Source: an optimization exercise on an open RTL-to-GDS flow (aim: small area). Production flows keep margins and buffers that such runs may drop.
In this exercise RTL edits were held to simulation tests only and were not proved equivalent to the original.
Power and IR drop assume default switching activity.

==> design.v <==
module proto_field_packer #(
    parameter int FIFO_DEPTH = 16,
    parameter int FIELD_W    = 5,
    parameter int DATA_W     = 64
) (
    input  logic                            clk_i,
    input  logic                            reset_ni,
    input  logic                            in_valid_i,
    input  logic [FIELD_W-1:0]              in_field_num_i,
    input  logic [7:0]                      in_byte_sel_i,
    input  logic [DATA_W-1:0]               in_val_i,
    input  logic                            in_raw_byte_i,
    input  logic                            flush_i,
    output logic                            out_valid_o,
    input  logic                            out_ready_i,
    output logic [FIELD_W-1:0]              out_field_num_o,
    output logic [7:0]                      out_byte_sel_o,
    output logic [DATA_W-1:0]               out_data_o,
    output logic                            out_last_o,
    output logic [$clog2(FIFO_DEPTH):0]     fifo_count_o,
    output logic                            overflow_o
);
    localparam int AW    = $clog2(FIFO_DEPTH);
    localparam int CW    = AW + 1;
    localparam int REC_W = FIELD_W + 8 + DATA_W + 1;
    localparam logic [CW-1:0] DEPTH_C = CW'(FIFO_DEPTH);
    localparam logic [0:0] ST_IDLE    = 1'b0;
    localparam logic [0:0] ST_PACKING = 1'b1;
    logic [1:0] rst_sync_reg;
    logic       rst_n;
    always_ff @(posedge clk_i or negedge reset_ni) begin
        if (!reset_ni) rst_sync_reg <= 2'b00;
        else           rst_sync_reg <= {rst_sync_reg[0], 1'b1};
    end
    assign rst_n = rst_sync_reg[1];
    logic [0:0]         state_reg, state_next;
    logic [FIELD_W-1:0] field_reg, field_next;
    logic [7:0]         sel_reg, sel_next;
    logic [DATA_W-1:0]  buf_reg, buf_next;
    logic [3:0]         cnt_reg, cnt_next;
    logic [DATA_W-1:0]  buf_ins;
    logic [7:0]         sel_ins;
    logic [DATA_W-1:0]  buf_new;
    genvar gi;
    generate
        for (gi = 0; gi < 8; gi++) begin : g_lane
            assign buf_ins[gi*8 +: 8] = (cnt_reg[2:0] == 3'(gi)) ? in_val_i[7:0] : buf_reg[gi*8 +: 8];
            assign sel_ins[gi]        = sel_reg[gi] | (cnt_reg[2:0] == 3'(gi));
        end
    endgenerate
    assign buf_new = {{(DATA_W-8){1'b0}}, in_val_i[7:0]};
    logic             emit_old, old_last, emit_scalar, emit_flush;
    logic [REC_W-1:0] flush_rec, second_rec, rec_a, rec_b;
    logic [1:0]       n_enq;
    always_comb begin
        state_next  = state_reg;
        field_next  = field_reg;
        sel_next    = sel_reg;
        buf_next    = buf_reg;
        cnt_next    = cnt_reg;
        emit_old    = 1'b0;
        old_last    = 1'b1;
        emit_scalar = 1'b0;
        if (in_valid_i) begin
            if (!in_raw_byte_i) begin
                emit_old    = (state_reg == ST_PACKING);
                emit_scalar = 1'b1;
                state_next  = ST_IDLE;
                sel_next    = '0;
                buf_next    = '0;
                cnt_next    = '0;
            end else if (state_reg == ST_IDLE || in_field_num_i != field_reg) begin
                emit_old   = (state_reg == ST_PACKING);
                state_next = ST_PACKING;
                field_next = in_field_num_i;
                sel_next   = 8'h01;
                buf_next   = buf_new;
                cnt_next   = 4'd1;
            end else if (cnt_reg == 4'd8) begin
                emit_old = 1'b1;
                old_last = 1'b0;
                sel_next = 8'h01;
                buf_next = buf_new;
                cnt_next = 4'd1;
            end else begin
                sel_next = sel_ins;
                buf_next = buf_ins;
                cnt_next = cnt_reg + 4'd1;
            end
        end
        flush_rec  = {field_next, sel_next, buf_next, 1'b1};
        emit_flush = flush_i && (state_next == ST_PACKING);
        if (emit_flush) begin
            state_next = ST_IDLE;
            sel_next   = '0;
            buf_next   = '0;
            cnt_next   = '0;
        end
        second_rec = emit_scalar ? {in_field_num_i, in_byte_sel_i, in_val_i, 1'b1} : flush_rec;
        rec_a      = emit_old ? {field_reg, sel_reg, buf_reg, old_last} : second_rec;
        rec_b      = second_rec;
        n_enq      = 2'(emit_old) + 2'(emit_scalar | emit_flush);
    end
    always_ff @(posedge clk_i or negedge rst_n) begin
        if (!rst_n) begin
            state_reg <= ST_IDLE;
            field_reg <= '0;
            sel_reg   <= '0;
            buf_reg   <= '0;
            cnt_reg   <= '0;
        end else begin
            state_reg <= state_next;
            field_reg <= field_next;
            sel_reg   <= sel_next;
            buf_reg   <= buf_next;
            cnt_reg   <= cnt_next;
        end
    end
    logic [REC_W-1:0] mem [FIFO_DEPTH];
    logic [AW-1:0]    wr_ptr_reg, rd_ptr_reg;
    logic [CW-1:0]    count_reg, free_slots;
    logic             overflow_reg, drop, pop;
    logic [1:0]       push_n;
    logic [REC_W-1:0] head_rec;
    assign free_slots = DEPTH_C - count_reg;
    assign drop       = free_slots < CW'(n_enq);
    assign push_n     = drop ? 2'd0 : n_enq;
    assign pop        = out_valid_o && out_ready_i;
    always_ff @(posedge clk_i) begin
        if (push_n != 2'd0) mem[wr_ptr_reg] <= rec_a;
        if (push_n == 2'd2) mem[wr_ptr_reg + AW'(1)] <= rec_b;
    end
    always_ff @(posedge clk_i or negedge rst_n) begin
        if (!rst_n) begin
            wr_ptr_reg   <= '0;
            rd_ptr_reg   <= '0;
            count_reg    <= '0;
            overflow_reg <= 1'b0;
        end else begin
            wr_ptr_reg   <= wr_ptr_reg + AW'(push_n);
            rd_ptr_reg   <= rd_ptr_reg + AW'(pop);
            count_reg    <= count_reg + CW'(push_n) - CW'(pop);
            overflow_reg <= overflow_reg | drop;
        end
    end
    assign out_valid_o  = (count_reg != '0);
    assign head_rec     = out_valid_o ? mem[rd_ptr_reg] : '0;
    assign {out_field_num_o, out_byte_sel_o, out_data_o, out_last_o} = head_rec;
    assign fifo_count_o = count_reg;
    assign overflow_o   = overflow_reg;
endmodule
==> run.sh <==
#!/bin/bash
# synth_recipe.tcl (not shown) runs the flow's synth.tcl, then flattens the netlist and writes it again
# the make line also repeats each setting of config.mk as NAME=value (left out here)
make -C /OpenROAD-flow-scripts/flow DESIGN_CONFIG=/design/flow/config.mk WORK_HOME=/design/flow/orfs CLKGATE_MAP_FILE= SYNTH_SCRIPT=/design/flow/synth_recipe.tcl finish
==> config.mk <==
export PLATFORM = sky130hd
export DESIGN_NAME = proto_field_packer
export DESIGN_NICKNAME = proto_field_packer
export VERILOG_FILES = /design/flow/design.v
export SDC_FILE = /design/flow/constraint.sdc
export NUM_CORES = 4
export LEC_CHECK = 0
export CAP_MARGIN = 20
export CORE_MARGIN = 2
export CORE_UTILIZATION = 40
export SLEW_MARGIN = 20
==> constraint.sdc <==
create_clock -name core_clock -period 6.0 [get_ports {clk_i}]
set_input_delay 1.2000 -clock core_clock [delete_from_list [all_inputs] [get_ports {clk_i}]]
set_output_delay 1.2000 -clock core_clock [all_outputs]
set_load 0.01 [all_outputs]
==> summary.txt <==
-- through the flow --
step / hold slack (ns) / TNS [ns] / utilization [%] / setup WS (ns) / total power, mW
after detailed placement: 0.279 / 0 / 43.1 / 0.356 / 23.3
final: 0.303 / 0 / 45.9 / 0.750 / 31.9
after CTS: 0.287 / 0 / 45.8 / 0.597 / 31.9
after floorplan: 0.331 / -38.54 / - / -0.255 / 18.4
after global routing: 0.316 / 0 / 45.9 / 0.592 / 32.8
after global placement: 0.267 / 0 / 43.1 / 0.228 / 23.2
-- power by group through the flow --
stage               registers, mW  clock network (mW)  logic, mW
finish                       11.9                8.73       11.3
global route                 11.9                9.12       11.7
CTS                          11.9                8.77       11.3
detailed placement           12.0                   0       11.3
global placement             12.0                   0       11.2
floorplan                    11.6                   0       6.77
-- cells in the final DEF, fill, tap and decap left out, types with 25 or more instances in the layout --
cell / instances
a21oi_1: 30
nand4_1: 28
o211ai_1: 85
mux2i_1: 65
a22o_1: 905
inv_1: 39
o21ai_2: 32
clkinv_1: 25
clkbuf_16: 148
o21ai_1: 42
and2_1: 82
nand2_1: 90
o32ai_1: 32
o22ai_1: 209
clkbuf_1: 50
o2bb2ai_1: 64
edfxtp_1: 1232
clkdlybuf4s50_1: 162
buf_12: 59
buf_4: 171
nor2_1: 80
o21a_1: 72
dfrtp_1: 93
mux4_2: 390
-- cells in the mapped netlist, drive strengths merged, types with 10 or more instances --
cell / n
o21a: 72
nor2: 102
a22o: 905
nand2: 91
dfrtp: 98
edfxtp: 1232
o22a: 16
o22ai: 209
buf: 345
dfxtp: 16
o21ai: 100
o221ai: 24
a21oi: 35
o211ai: 96
mux2i: 66
xnor2: 10
mux4: 390
o2bb2ai: 64
inv: 42
ha: 21
o32ai: 32
clkbuf: 287
nor3: 17
and2: 82
nand3: 19
nand4: 28
-- cells by family after synthesis --
logic type / after synthesis / synth area share, %
AOI/OAI and AO/OA: 1590 / 19.0
xor gates and xnor gates: 17 / 0.232
adders and majority gates: 23 / 0.450
buffers and inverters: 674 / 4.39
DFF: 1346 / 59.1
muxes: 461 / 14.1
other: 1 / 0.00557
and+or+nand+nor: 373 / 2.74
-- per-layer routing --
layer / track usage, % / vias up
li1: - / 18554
met1: 36.4 / 24180
met2: 44.4 / 3318
met3: 6.32 / 755
met4: 15.9 / 6
met5: 0 / -
-- worst max-delay path, cell delays in order, from the launching register on --
cell,delay (ns)
dfrtp_4,0.81
buf_12,0.30
buf_12,0.31
mux4_2,0.55
mux4_2,0.53
and2_1,0.19
clkdlybuf4s50_1,0.47
-- final timing paths --
kind                                             end  slack [ns]  cells after the start
max                                   out_data_o[56]        0.75                      6
min                            buf_reg[53]$_DFF_PN0_        0.30                      0
max reg2reg                     mem[0][24]$_DFFE_PP_        1.23                     16
min reg2reg                    buf_reg[53]$_DFF_PN0_        0.30                      0
max in group asynchronous      buf_reg[45]$_DFF_PN0_        4.49                      1
min in group core_clock    rst_sync_reg[1]$_DFF_PN0_        0.35                      0
-- layout make-up --
class	count	area share [%]
clock buffer	206	5.22
inverter	42	0.212
multi-input combinational	2465	33.0
sequential	1346	51.9
timing repair buffer	403	5.47
antenna	6	0.0196
tap	2204	3.60
clock inverter	62	0.648
==> out/results.ini <==
[run_status]
status = complete, no violations

[drt]
routed_wl_um = 247000
drt_iter0_drc = 6277
wl_met3_um = 27100
vias = 46813
antenna_left = 0
drt-met1-wl_um = 90800
highest_layer = met5
wl_per_cell_um = 36.7
drt_pass1_iterations = 6
met2_length_um = 114000
drc_errors = 0
vias_per_cell = 6.95

[floorplan]
dieArea_um2 = 172000
chipWidth_um = 414
io_pins = 168
core_um2 = 167000
initial_core_util_pct = 40.3
die_y_um = 414
placementRows = 150

[power]
p_int_mw = 21.3
power_frac_seq_pct = 37.2
p_clk_share_pct = 27.4
cellLeakagePower_nw = 24.6
powerDensity_nw_per_um2 = 415
p_comb_share_pct = 35.4
ir_drop_mv = 0.335
swShare_pct = 33.1
switchingPower_mw = 10.5

[synthesis]
yosysTopAreaCellShare_pct = 54.9
synth.largest_area_cell = edfxtp_1
yosysSeqAreaShare_pct = 59.1
ys_seq_elements = 1346
synth_edf_count = 1232
avgSynthCellArea_um2 = 15.0
synth_nets = 4591
postSynthCellCount = 4485
synth_cell_types = 67
synth_area_um2 = 67300
synthTopCellsByArea = edfxtp_1, mux4_2, a22o_1
synth-main-ff-cell = edfxtp_1
yosysWarnings = 1
ys_async_sr_fraction_pct = 7.28

[timing]
drv_slew = 0
grt_setup_unrepaired = no
finalHoldViolCount = 0
period_needed_ns = 5.25
setup_viol = 0
fmax_ghz = 0.190
skew_ns = 0.0215
fin_crit_sh_pct = 87.5
max_slew.worst_pin.slew_ns = 1.22
timing.slew.headroom_pct = 18.8

[place]
portBuffers = 167
hpwl_um = 136000
dpl.cell_count = 6458
placed_area_um2 = 72100
gp_congestion = 0.855

[final_layout]
final_cells = 6734
post-route-cell-area_um2 = 76700
regArea_um2 = 39800
drive_gt1_share_pct = 21.1
largest_register_ffs = 1248
fillerInstances = 14341
fin_nets = 4509
multiInputGateArea_um2 = 25300
area_growth_pct = 13.9

[grt]
grt_pass1_vias = 46851
grt_max_degree = 79
grtUsageTotal_pct = 28.3
grt_pass1_wl_um = 351000
antenna_found_initial = 6
grt.overflow.total = 0

[cts]
ctsRootBufferMaster = clkbuf_16
clockBufferDepth = 3
holdBufCountCts = 0
clock_latency_ns = 0.81
cts_sinks = 1346
cts_max_level = 4
post_cts_resized = 0
path_clk_slew_ns = 0.06
cts_tree = done
post_cts_buffers = 0
cts_buffers = 145

[worst_setup_path]
end_kind = output pin
worstPathMaxFanout = 34
r2r-start = cnt_reg[0]$_DFFE_PN0P_
required_ns = 4.80
path_class = flop to output pin
crit_start = rd_ptr_reg[0]$_DFF_PN0_
start_kind = flop
cp_data_arrival_time_ns = 4.05

[hold_path]
hold_class = flop to asynchronous set/reset pin

[flow_run]
cap_violations = 0

[static timing again, ports no longer ideal]
The results above use ideal ports. As a check the final layout listed here was re-extracted and re-timed, cells and wires unchanged. Step 1 assumes that a clkbuf_16 drives the clock port and a buf_2 every other input. Step 2 times the ports against the registers' clock, not the clock port: input delays grow and output delays shrink by t, the midpoint of the rising clock arrivals with the driver on. a / b / c = ideal / step 1 / step 2; a / b = the first two.
t (ns): 0.875
setup WS [ns]: 0.750 / 0.669 / 0.200
latest minus earliest clock arrival (ns): 0.027 / 0.027
worst slew at a driven data input, ns: 0.05
After both steps this run still meets setup and hold. The setup slack of this run moves by -0.081 ns with the drivers and by -0.550 ns with both steps.
